This design comes from an exercise in tuning for small area on the open sky130 flow, not from production work.
Only simulation tests tie the RTL to the original design; equivalence was not proved.
No activity file was given, so power comes from the tool's default toggle rates.

## job 686
Design io_fabric, start of the top module:
module io_fabric (
  input  logic                          clk_i,
  input  logic                          reset_i,
  input  logic                          req_valid_i,
  input  logic [io_pkg::AddrWidth-1:0]  req_addr_i,
  input  logic                          req_wr_i,
  input  logic [io_pkg::DataWidth-1:0]  req_wdata_i,
  input  logic [6:1]                    irq_i,
  output logic                          rsp_valid_o,
  output logic [io_pkg::DataWidth-1:0]  rsp_rdata_o,
  output logic                          rsp_err_o,
  output logic [io_pkg::NumHarts-1:0]   msip_o,
  output logic [io_pkg::NumHarts-1:0]   mtip_o,
  output logic [io_pkg::NumHarts-1:0]   eip_o
);
For scale: ~260 flip-flops, about 13000 um^2 of cells after synthesis.
==> flow/config.mk <==
export PLATFORM = sky130hd
export DESIGN_NAME = io_fabric
export DESIGN_NICKNAME = io_fabric
export VERILOG_FILES = /design/flow/design.v
export SDC_FILE = /design/flow/constraint.sdc
export NUM_CORES = 4
export LEC_CHECK = 0
export CAP_MARGIN = 0
export CORE_MARGIN = 2
export CORE_UTILIZATION = 60
export CTS_BUF_LIST = sky130_fd_sc_hd__clkbuf_16
export CTS_CLUSTER_DIAMETER = 200
export CTS_CLUSTER_SIZE = 30
export GPL_TIMING_DRIVEN = 0
export PLACE_DENSITY = 0.75
export SLEW_MARGIN = 0
==> flow/constraint.sdc <==
create_clock -name core_clock -period 4.0 [get_ports {clk_i}]
set_input_delay 0.8000 -clock core_clock [delete_from_list [all_inputs] [get_ports {clk_i}]]
set_output_delay 0.8000 -clock core_clock [all_outputs]
set_load 0.01 [all_outputs]
standard.sh (not shown) runs the stock make flow with config.mk's settings and CLKGATE_MAP_FILE= SYNTH_SCRIPT=/design/flow/synth_recipe.tcl, a recipe that flattens the netlist after the stock synthesis.
==> flow/flow/run.sh <==
#!/bin/bash
set -euo pipefail
export BUFFER_PORTS_ARGS="-buffer_cell sky130_fd_sc_hd__buf_1"
export CTS_ARGS="-sink_clustering_enable -repair_clock_nets -sink_clustering_size 30 -sink_clustering_max_diameter 200 -buf_list sky130_fd_sc_hd__clkbuf_16 -root_buf sky130_fd_sc_hd__clkbuf_4 -tree_buf sky130_fd_sc_hd__clkbuf_8 -sink_clustering_buffer sky130_fd_sc_hd__clkbuf_16 -dont_use_dummy_load"
export RECOVER_POWER=100
export POST_GLOBAL_ROUTE_TCL="$PWD/flow/post_grt.tcl"
bash standard.sh > standard.log 2>&1
==> flow/flow/post_grt.tcl <==
# Sourced by ORFS's global_route.tcl (POST_GLOBAL_ROUTE_TCL) after its power
# recovery. Power recovery downsizes gates on paths with positive slack and can
# leave a net over its max slew or capacitance, so repair the design (with a
# 10% margin below those limits) and the timing once more with global-route
# parasitics, then legalize and re-route
# the changed nets and rewrite the route guides, as global_route.tcl itself
# does after each of its repairs.
log_cmd estimate_parasitics -global_routing
log_cmd global_route -start_incremental
log_cmd repair_design -verbose -cap_margin 10 -slew_margin 10
repair_timing_helper
log_cmd detailed_placement
log_cmd global_route -end_incremental
log_cmd estimate_parasitics -global_routing
write_guides $::env(RESULTS_DIR)/route.guide
Edits applied to the flow inputs when going from job 686 to job 1302:
==> flow/flow/run.sh <==
#!/bin/bash
# The standard layout, with every port buffered by the smallest buffer
# cell instead of the default choice. All of make's output goes to
# standard.log in this folder; ORFS's per-step logs stay under orfs/logs/.
set -euo pipefail
export BUFFER_PORTS_ARGS="-buffer_cell sky130_fd_sc_hd__buf_1"
bash standard.sh > standard.log 2>&1
removed: flow/flow/post_grt.tcl
==> comparison <==
Comparing job 1302 with job 686, the HPWL reported at the end of detailed placement came out essentially unchanged. The total power after layout in job 1302 sits about 5% above the value recorded for job 686. Job 1302 supports a lower top clock frequency than job 686. When the final numbers for job 686 and job 1302 were put side by side, the fill cell instance count of the final layout turned out to be greater in job 686. Job 1302 gives more core utilization than job 686 did. When job 1302 is measured against job 686, its routed wire length turns out 0.75% higher. [job 1302 vs job 686] clock power: higher in job 1302. [compare] base=job 686 new=job 1302: first-pass GRT wire length grew by 0.85%; switching share of power held steady; post-route clock period utilization grew by 1.8 points.
Relative to job 1302, the following input files were edited for job 3791:
Settings: clearing PLACE_DENSITY, which used to be 0.75.
### Flow results
Core utilization essentially unchanged between job 1302 and job 3791.
Worst path setup slack after routing: job 3791 vs job 1302 down 4.5 ps
Number of filler instances in the final layout (job 3791 over job 1302): decrease, about 0.5%
[job 3791] global routing met3 resource utilization rose 1.2 points relative to job 1302
Going from job 1302 to job 3791, layout overhead on the synthesized area shows an increase of 0.16 points, detailed-route vias per instance went down by about 0.6%, global-route wire length before repair saw a decrease.
Relative to job 3791, the following input files were edited for job 6574:
Settings: PLACE_DENSITY newly set to 0.6; CORE_UTILIZATION changed from 60 to 50.
==> comparison <==
Changes observed in job 6574 relative to job 3791: total core area increased by about 20% relative to the old numbers, headroom to the max-slew limit saw a decrease, post-cts repair resize count has increased. Fraction of power consumed by the clock network: job 6574 higher than job 3791. Post-route worst hold slack: higher on job 3791. Summary: routed wire length, job 6574 worse than job 3791.

========
io_fabric, a different RTL version from the one above (not shown whole).
Size: roughly 1100 cells after synthesis, about 260 flip-flops, about 110 I/O pins.
Settings: LEC_CHECK=0, CAP_MARGIN=0, CORE_MARGIN=2, CORE_UTILIZATION=60, CTS_BUF_LIST=sky130_fd_sc_hd__clkbuf_8, CTS_CLUSTER_DIAMETER=200, CTS_CLUSTER_SIZE=16, GPL_TIMING_DRIVEN=0, PLACE_DENSITY=0.75, SLEW_MARGIN=0; clock period 4.0 ns.
==> flow/flow/run.sh <==
#!/bin/bash
set -euo pipefail
export BUFFER_PORTS_ARGS="-buffer_cell sky130_fd_sc_hd__buf_1"
export CTS_ARGS="-sink_clustering_enable -repair_clock_nets -sink_clustering_size 16 -sink_clustering_max_diameter 200 -buf_list sky130_fd_sc_hd__clkbuf_8 -root_buf sky130_fd_sc_hd__clkbuf_4 -tree_buf sky130_fd_sc_hd__clkbuf_8 -sink_clustering_buffer sky130_fd_sc_hd__clkbuf_8 -dont_use_dummy_load"
export RECOVER_POWER=100
export POST_GLOBAL_ROUTE_TCL="$PWD/flow/post_grt.tcl"
bash standard.sh > standard.log 2>&1
==> flow/flow/post_grt.tcl <==
# Sourced by ORFS's global_route.tcl (POST_GLOBAL_ROUTE_TCL) after its power
# recovery. Power recovery downsizes gates on paths with positive slack and can
# leave a net over its max slew or capacitance, so repair the design (with a
# 10% margin below those limits) and the timing once more with global-route
# parasitics, then legalize and re-route
# the changed nets and rewrite the route guides, as global_route.tcl itself
# does after each of its repairs.
log_cmd estimate_parasitics -global_routing
log_cmd global_route -start_incremental
log_cmd repair_design -verbose -cap_margin 10 -slew_margin 10
repair_timing_helper
log_cmd detailed_placement
log_cmd global_route -end_incremental
log_cmd estimate_parasitics -global_routing
write_guides $::env(RESULTS_DIR)/route.guide
The first run went through all stages and came out clean.
Then changed:
==> flow/flow/run.sh (replaced) <==
#!/bin/bash
set -euo pipefail
export BUFFER_PORTS_ARGS="-buffer_cell sky130_fd_sc_hd__buf_1"
export CTS_ARGS="-sink_clustering_enable -repair_clock_nets -sink_clustering_size 30 -sink_clustering_max_diameter 200 -buf_list sky130_fd_sc_hd__clkbuf_16 -dont_use_dummy_load"
export RECOVER_POWER=40
bash standard.sh > standard.log 2>&1
Settings changed: CTS_BUF_LIST sky130_fd_sc_hd__clkbuf_8 to sky130_fd_sc_hd__clkbuf_16, CTS_CLUSTER_SIZE 16 to 30.
removed: flow/flow/post_grt.tcl
Result:
- Now the flow finished but fails on capacitance limit, slew limit
- final cell count went down by 0.71%
- synthesized area is unchanged
- routed wire length drops by 0.82%
Then changed:
==> flow/flow/run.sh (replaced) <==
#!/bin/bash
set -euo pipefail
export BUFFER_PORTS_ARGS="-buffer_cell sky130_fd_sc_hd__buf_1"
export CTS_ARGS="-sink_clustering_enable -repair_clock_nets -sink_clustering_size 30 -sink_clustering_max_diameter 200 -buf_list sky130_fd_sc_hd__clkbuf_16 -root_buf sky130_fd_sc_hd__clkbuf_4 -tree_buf sky130_fd_sc_hd__clkbuf_8 -sink_clustering_buffer sky130_fd_sc_hd__clkbuf_16 -dont_use_dummy_load"
export RECOVER_POWER=100
export POST_GLOBAL_ROUTE_TCL="$PWD/flow/post_grt.tcl"
bash standard.sh > standard.log 2>&1
==> flow/flow/post_grt.tcl (new file) <==
# Sourced by ORFS's global_route.tcl (POST_GLOBAL_ROUTE_TCL) after its power
# recovery. Power recovery downsizes gates on paths with positive slack and can
# leave a net over its max slew or capacitance, so repair the design (with a
# 10% margin below those limits) and the timing once more with global-route
# parasitics, then legalize and re-route
# the changed nets and rewrite the route guides, as global_route.tcl itself
# does after each of its repairs.
log_cmd estimate_parasitics -global_routing
log_cmd global_route -start_incremental
log_cmd repair_design -verbose -cap_margin 10 -slew_margin 10
repair_timing_helper
log_cmd detailed_placement
log_cmd global_route -end_incremental
log_cmd estimate_parasitics -global_routing
write_guides $::env(RESULTS_DIR)/route.guide
Settings changed: CORE_UTILIZATION 60 to 65, PLACE_DENSITY 0.75 to 0.85.
With this change the flow completed with no timing, DRC or antenna violations. Die area came out lower by 7.5%. Count of clock-buffer cells in the layout stays the same. Clock power fell by about 8%. Final cell count went down by 0.45%. Register-to-register slack loses 100 ps. Global-route usage came out higher by 1.8 points. Critical path depth went down by 1. Setup slack loses 76 ps. Routed wire length drops by 1.2%. Synthesized cell count does not change.
Then changed:
==> flow/run.sh (new file) <==
#!/bin/bash
# synth_recipe.tcl (not shown) runs the flow's synth.tcl, then flattens the netlist and writes it again
# the make line also repeats each setting of config.mk as NAME=value (left out here)
make -C /OpenROAD-flow-scripts/flow DESIGN_CONFIG=/design/flow/config.mk WORK_HOME=/design/flow/orfs CLKGATE_MAP_FILE= SYNTH_SCRIPT=/design/flow/synth_recipe.tcl finish
Settings changed: CORE_UTILIZATION 65 to 60, PLACE_DENSITY 0.85 to 0.75.
removed: flow/flow/run.sh
removed: flow/flow/post_grt.tcl
removed: flow/standard.sh
After rerunning: The new run finished with timing, DRC and antenna clean. Setup slack gains 66 ps. Cell count goes up by 1.4%. Combinational power went up by 11%. Non-clock buffer count climbs by 5. Die area rises by 8.1%. Total power goes up by 5.3%. First-iteration DRC count falls by 24%. Routed wire length rises by 3.7%. Synthesized area stays the same. Clock-buffer cell count went up by 1. Clock power grows by 16%.

========
== oak ==
The RTL this note starts from:
==> flow/design.v <==
package io_pkg;
  localparam int AddrWidth = 32;
  localparam int DataWidth = 32;
  localparam int NumHarts = 2;
endpackage
`timescale 1ns/1ps
module io_fabric (
  input  logic                          clk_i,
  input  logic                          reset_i,
  input  logic                          req_valid_i,
  input  logic [io_pkg::AddrWidth-1:0]  req_addr_i,
  input  logic                          req_wr_i,
  input  logic [io_pkg::DataWidth-1:0]  req_wdata_i,
  input  logic [6:1]                    irq_i,
  output logic                          rsp_valid_o,
  output logic [io_pkg::DataWidth-1:0]  rsp_rdata_o,
  output logic                          rsp_err_o,
  output logic [io_pkg::NumHarts-1:0]   msip_o,
  output logic [io_pkg::NumHarts-1:0]   mtip_o,
  output logic [io_pkg::NumHarts-1:0]   eip_o
);
  logic        clint_hit, plic_hit;
  logic        wr, rd;
  logic [15:0] co;
  logic [21:0] po;
  logic        msip_hit, cmp_hit, time_hit;
  logic        pend_hit, en_hit, claim_hit;
  assign clint_hit = req_addr_i[31:16] == 16'h1140;
  assign plic_hit  = req_addr_i[31:22] == 10'h044;
  assign wr = req_valid_i & req_wr_i;
  assign rd = req_valid_i & ~req_wr_i;
  assign co = req_addr_i[15:0];
  assign po = req_addr_i[21:0];
  assign msip_hit  = clint_hit && co[15:3] == 13'h0000;
  assign cmp_hit   = clint_hit && co[15:4] == 12'h400;
  assign time_hit  = clint_hit && co[15:3] == 13'h17FF;
  assign pend_hit  = plic_hit && po == 22'h001000;
  assign en_hit    = plic_hit && po[21:8] == 14'h0020 && po[6:0] == 7'h00;
  assign claim_hit = plic_hit && po[21:13] == 9'h100 && po[11:0] == 12'h004;
  logic [63:0] mt_q;
  logic [1:0]  presc_q;
  logic        tick;
  logic [63:0] mt_inc;
  logic        twr_lo, twr_hi;
  assign twr_lo = wr & time_hit & ~co[2];
  assign twr_hi = wr & time_hit & co[2];
  assign tick   = &presc_q & ~twr_lo & ~twr_hi;
  logic [7:0]  byte_cin;
  logic [64:0] mt_c;
  always_comb begin
    for (int k = 0; k < 8; k++) begin
      byte_cin[k] = tick;
      for (int j = 0; j < k; j++) begin
        byte_cin[k] = byte_cin[k] & (&mt_q[8*j +: 8]);
      end
    end
    mt_c = '0;
    for (int k = 0; k < 8; k++) begin
      mt_c[8*k] = byte_cin[k];
      for (int i = 8*k; i < 8*k + 8; i++) begin
        mt_inc[i]  = mt_q[i] ^ mt_c[i];
        mt_c[i+1]  = mt_q[i] & mt_c[i];
      end
    end
  end
  always_ff @(posedge clk_i) begin
    if (reset_i) begin
      mt_q    <= '0;
      presc_q <= '0;
    end else begin
      mt_q[31:0]  <= twr_lo ? req_wdata_i : mt_inc[31:0];
      mt_q[63:32] <= twr_hi ? req_wdata_i : mt_inc[63:32];
      presc_q <= (twr_lo || twr_hi) ? 2'd0 : presc_q + 2'd1;
    end
  end
  logic [3:0][31:0] cmpn_q;   
  logic [1:0]       msip_q;
  logic [1:0]       mtip_q;
  logic [31:0] cmp_load_d;
  logic [3:0]  cmp_load;
  assign cmp_load_d = ~(req_wdata_i | {32{reset_i}});
  always_comb begin
    for (int k = 0; k < 4; k++) begin
      cmp_load[k] = reset_i || (wr && cmp_hit && co[3:2] == k[1:0]);
    end
  end
  always_ff @(posedge clk_i) begin
    for (int k = 0; k < 4; k++) begin
      if (cmp_load[k]) begin
        cmpn_q[k] <= cmp_load_d;
      end
    end
  end
  function automatic logic ge(input logic [63:0] x, input logic [63:0] yn);
    logic [63:0] g, p;
    logic [31:0] g1, p1;
    logic [15:0] g2, p2;
    logic [7:0]  g3, p3;
    logic [3:0]  g4, p4;
    logic [1:0]  g5, p5;
    g = x & yn;
    p = x | yn;
    for (int i = 0; i < 32; i++) begin
      g1[i] = g[2*i+1] | p[2*i+1] & g[2*i];
      p1[i] = p[2*i+1] & p[2*i];
    end
    for (int i = 0; i < 16; i++) begin
      g2[i] = g1[2*i+1] | p1[2*i+1] & g1[2*i];
      p2[i] = p1[2*i+1] & p1[2*i];
    end
    for (int i = 0; i < 8; i++) begin
      g3[i] = g2[2*i+1] | p2[2*i+1] & g2[2*i];
      p3[i] = p2[2*i+1] & p2[2*i];
    end
    for (int i = 0; i < 4; i++) begin
      g4[i] = g3[2*i+1] | p3[2*i+1] & g3[2*i];
      p4[i] = p3[2*i+1] & p3[2*i];
    end
    for (int i = 0; i < 2; i++) begin
      g5[i] = g4[2*i+1] | p4[2*i+1] & g4[2*i];
      p5[i] = p4[2*i+1] & p4[2*i];
    end
    ge = g5[1] | p5[1] & g5[0] | p5[1] & p5[0];
  endfunction
  always_ff @(posedge clk_i) begin
    if (reset_i) begin
      msip_q <= '0;
    end else if (wr && msip_hit) begin
      msip_q[co[2]] <= req_wdata_i[0];
    end
  end
  always_ff @(posedge clk_i) begin
    if (reset_i) begin
      mtip_q <= '0;
    end else begin
      mtip_q[0] <= ge(mt_q, {cmpn_q[1], cmpn_q[0]});
      mtip_q[1] <= ge(mt_q, {cmpn_q[3], cmpn_q[2]});
    end
  end
  logic [6:1]      pend_q, clm_q;
  logic [1:0][7:1] en_q;
  logic [1:0]      eip_q;
  logic [7:1]      claim_en;
  logic [6:1]      cand, grant;
  logic [2:0]      claim_id;
  logic            complete;
  assign claim_en = po[12] ? en_q[1] : en_q[0];
  assign cand     = pend_q & claim_en[6:1];
  always_comb begin
    grant = '0;
    for (int n = 6; n >= 1; n--) begin
      if (cand[n]) grant = 6'(1) << (n - 1);
    end
    claim_id = '0;
    for (int n = 1; n <= 6; n++) begin
      if (grant[n]) claim_id = n[2:0];
    end
  end
  assign complete = wr & claim_hit;
  always_ff @(posedge clk_i) begin
    for (int n = 1; n <= 6; n++) begin
      if (reset_i) begin
        pend_q[n] <= 1'b0;
        clm_q[n]  <= 1'b0;
      end else if (pend_q[n]) begin
        if (rd && claim_hit && grant[n]) begin
          pend_q[n] <= 1'b0;
          clm_q[n]  <= 1'b1;
        end
      end else if (clm_q[n]) begin
        if (complete && req_wdata_i[2:0] == n[2:0]) begin
          clm_q[n] <= 1'b0;
        end
      end else begin
        pend_q[n] <= irq_i[n];
      end
    end
  end
  always_ff @(posedge clk_i) begin
    for (int c = 0; c < 2; c++) begin
      if (reset_i) begin
        en_q[c] <= '0;
      end else if (wr && en_hit && po[7] == c[0]) begin
        en_q[c] <= req_wdata_i[7:1];
      end
    end
  end
  always_ff @(posedge clk_i) begin
    if (reset_i) begin
      eip_q <= '0;
    end else begin
      eip_q[0] <= |(pend_q & en_q[0][6:1]);
      eip_q[1] <= |(pend_q & en_q[1][6:1]);
    end
  end
  logic        rsp_valid_q;
  logic        err_q;
  logic [31:0] rdata_d, rdata_q;
  logic [3:0] rd_cmp;
  logic [1:0] rd_time;
  logic       rd_msip, rd_pend, rd_en, rd_claim;
  always_comb begin
    for (int k = 0; k < 4; k++) begin
      rd_cmp[k] = !req_wr_i && cmp_hit && co[3:2] == k[1:0];
    end
    rd_time[0] = !req_wr_i && time_hit && !co[2];
    rd_time[1] = !req_wr_i && time_hit && co[2];
    rd_msip    = !req_wr_i && msip_hit;
    rd_pend    = !req_wr_i && pend_hit;
    rd_en      = !req_wr_i && en_hit;
    rd_claim   = !req_wr_i && claim_hit;
    rdata_d = '0;
    for (int k = 0; k < 4; k++) begin
      rdata_d = rdata_d | ({32{rd_cmp[k]}} & ~cmpn_q[k]);
    end
    rdata_d = rdata_d | ({32{rd_time[0]}} & mt_q[31:0]) | ({32{rd_time[1]}} & mt_q[63:32]);
    rdata_d[0]   = rdata_d[0] | (rd_msip & msip_q[co[2]]);
    rdata_d[6:1] = rdata_d[6:1] | ({6{rd_pend}} & pend_q);
    rdata_d[7:1] = rdata_d[7:1] | ({7{rd_en}} & (po[7] ? en_q[1] : en_q[0]));
    rdata_d[2:0] = rdata_d[2:0] | ({3{rd_claim}} & claim_id);
  end
  always_ff @(posedge clk_i) begin
    if (reset_i) begin
      rsp_valid_q <= 1'b0;
    end else begin
      rsp_valid_q <= req_valid_i;
    end
  end
  always_ff @(posedge clk_i) begin
    err_q   <= !(clint_hit || plic_hit);
    rdata_q <= rdata_d;
  end
  assign rsp_rdata_o = rdata_q;
  assign rsp_valid_o = rsp_valid_q;
  assign rsp_err_o   = err_q;
  assign msip_o      = msip_q;
  assign mtip_o      = mtip_q;
  assign eip_o       = eip_q;
endmodule
export LEC_CHECK = 0
export CAP_MARGIN = 0
export CORE_MARGIN = 2
export CORE_UTILIZATION = 60
export CTS_BUF_LIST = sky130_fd_sc_hd__clkbuf_16
export CTS_CLUSTER_DIAMETER = 80
export CTS_CLUSTER_SIZE = 30
export GPL_TIMING_DRIVEN = 0
export SLEW_MARGIN = 0
create_clock -name core_clock -period 4.0 [get_ports {clk_i}]
run.sh (not shown) runs the stock make flow with config.mk's settings and CLKGATE_MAP_FILE= SYNTH_SCRIPT=/design/flow/synth_recipe.tcl, a recipe that flattens the netlist after the stock synthesis.
Stock flow here: none of the scripts above is used.
The inputs of pine differ from those of oak as listed below.
- PLACE_DENSITY: unset -> 0.75
- CTS_CLUSTER_DIAMETER: 80 -> 200
==> flow/flow/run.sh (new file) <==
#!/bin/bash
set -euo pipefail
export BUFFER_PORTS_ARGS="-buffer_cell sky130_fd_sc_hd__buf_1"
export CTS_ARGS="-sink_clustering_enable -repair_clock_nets -sink_clustering_size 30 -sink_clustering_max_diameter 200 -buf_list sky130_fd_sc_hd__clkbuf_16 -root_buf sky130_fd_sc_hd__clkbuf_4 -tree_buf sky130_fd_sc_hd__clkbuf_8 -sink_clustering_buffer sky130_fd_sc_hd__clkbuf_16 -dont_use_dummy_load"
export RECOVER_POWER=100
export POST_GLOBAL_ROUTE_TCL="$PWD/flow/post_grt.tcl"
bash standard.sh > standard.log 2>&1
==> flow/flow/post_grt.tcl (new file) <==
# Sourced by ORFS's global_route.tcl (POST_GLOBAL_ROUTE_TCL) after its power
# recovery. Power recovery downsizes gates on paths with positive slack and can
# leave a net over its max slew or capacitance, so repair the design (with a
# 10% margin below those limits) and the timing once more with global-route
# parasitics, then legalize and re-route
# the changed nets and rewrite the route guides, as global_route.tcl itself
# does after each of its repairs.
log_cmd estimate_parasitics -global_routing
log_cmd global_route -start_incremental
log_cmd repair_design -verbose -cap_margin 10 -slew_margin 10
repair_timing_helper
log_cmd detailed_placement
log_cmd global_route -end_incremental
log_cmd estimate_parasitics -global_routing
write_guides $::env(RESULTS_DIR)/route.guide
==> flow/standard.sh (new file) <==
#!/bin/bash
# synth_recipe.tcl (not shown) runs the flow's synth.tcl, then flattens the netlist and writes it again
# the make line also repeats each setting of config.mk as NAME=value (left out here)
make -C /OpenROAD-flow-scripts/flow DESIGN_CONFIG=/design/flow/config.mk WORK_HOME=/design/flow/orfs CLKGATE_MAP_FILE= SYNTH_SCRIPT=/design/flow/synth_recipe.tcl "${@:-finish}"
removed: flow/run.sh
--- outcome ---
- Delta (pine minus oak): fraction of final layout cells with drive strength greater than 1 now sits lower; basic-gate share of the synthesized area counting and, or, nand and nor cells neither gained nor lost much.
- Number of detailed-route iterations in the first pass ended up 4 lower on pine than on oak.
- Reported for oak and pine, die area turned out identical to the last digit.
- Compared with oak, pine shows a power spent charging and discharging nets that is 7.6% lower.
- Sort oak and pine by total chip power asc -> top: pine
- Against oak, pine reports a clock buffer and inverter area fraction after layout that is lower.
- For number of DRC violations after detailed-routing iteration 0, dividing the value from pine by the value from oak gives 1.06.
Input-level comparison between birch and pine:
- changing CORE_UTILIZATION from 60 to 75
- changing CTS_CLUSTER_DIAMETER from 200 to 80
- removing PLACE_DENSITY (formerly 0.75)
==> flow/flow/run.sh <==
#!/bin/bash
# The standard layout, with every port buffered by the smallest buffer
# cell instead of the default choice. All of make's output goes to
# standard.log in this folder; ORFS's per-step logs stay under orfs/logs/.
set -euo pipefail
export BUFFER_PORTS_ARGS="-buffer_cell sky130_fd_sc_hd__buf_1"
bash standard.sh > standard.log 2>&1
removed: flow/flow/post_grt.tcl
Notes after the runs:
birch: flow completed, timing, DRC and antenna clean. Lower post-route fraction of the period consumed by the critical path among pine and birch: pine. Going from pine to birch, global-route wire length before repair grows by about 3.6%. birch vs pine — number of buffers and inverters on the critical path rose 1. The tap cell count reported for birch is smaller than that of pine by 55.
For maple, these inputs were changed with respect to birch:
- CORE_UTILIZATION changed from 75 to 60
- CTS_CLUSTER_DIAMETER changed from 80 to 200
Results
- Est. power | maple vs birch | maple lower
- For critical path's largest stage delay, birch and maple come out practically identical.
- Cell leakage power essentially unchanged between birch and maple.
Changes in cedar relative to maple:
- CTS_CLUSTER_DIAMETER changed from 200 to 80
==> comparison <==
- Diff maple -> cedar | cell area power density | increase of about 2.5%
- Worst hold margin delta (cedar -> maple): insignificant
- Fmax | cedar vs maple | cedar slower
- Between cedar and maple, the share of power burned in the clock network is lower for maple.
- Going from maple to cedar, portion of the layout cell area used by non-clock buffers was more or less identical; clock edge transition at the registers on the reported setup and hold paths was more or less identical; wire length of the first global-routing pass went up by 0.32%; final area went up by 0.66%.
- Of cedar and maple, the lower utilization after layout belongs to maple.
- Looking at cedar and maple, the quantity of hold-fixing buffers added after cts is a wash.
- Compared to maple, cedar has fraction of final layout cells with drive strength greater than 1 0.47 points higher.

## afterwards: timing with drivers on the ports
How much do the figures lean on ideal ports? The routed layouts below were timed once more, with nothing changed but the port constraints.
Step 1 (the two cells are an assumption about what drives the block):
set clk [get_ports {clk_i}]
set_driving_cell -lib_cell sky130_fd_sc_hd__clkbuf_16 $clk
set_driving_cell -lib_cell sky130_fd_sc_hd__buf_2 [delete_from_list [all_inputs] $clk]
Step 2 adds t to the input delays and takes it off the output delays; t is the mean of the earliest and latest rising clock arrival at the registers after step 1. Input paths then give back, and output paths get back, about the clock's delay inside the block.
Three values: no drivers, after step 1, after step 2; two values: the first two.
run | t, ns | slack for setup (ns) | worst slew at a driven data input, ns
job 686 | 0.668 | 0.142 / 0.142 / -0.499 | 0.04
job 1302 | 0.545 | 0.068 / 0.094 / -0.451 | 0.04
job 3791 | 0.537 | 0.063 / 0.093 / -0.444 | 0.05
job 6574 | 0.544 | 0.090 / 0.122 / -0.422 | 0.04
the first run of note 2 | 0.692 | 0.156 / 0.156 / -0.420 | 0.04
the second run of note 2 | 0.532 | 0.153 / 0.177 / -0.354 | 0.04
the third run of note 2 | 0.678 | 0.078 / 0.078 / -0.397 | 0.05
the fourth run of note 2 | 0.532 | 0.143 / 0.165 / -0.367 | 0.05
oak | 0.536 | 0.093 / 0.123 / -0.413 | 0.04
pine | 0.678 | 0.098 / 0.119 / -0.559 | 0.05
birch | 0.541 | 0.078 / 0.104 / -0.437 | 0.04
maple | 0.548 | 0.089 / 0.118 / -0.431 | 0.04
cedar | 0.548 | 0.074 / 0.105 / -0.443 | 0.04
The setup slack of pine, which loses most, moves by +0.021 ns with the drivers and by -0.657 ns with both steps.
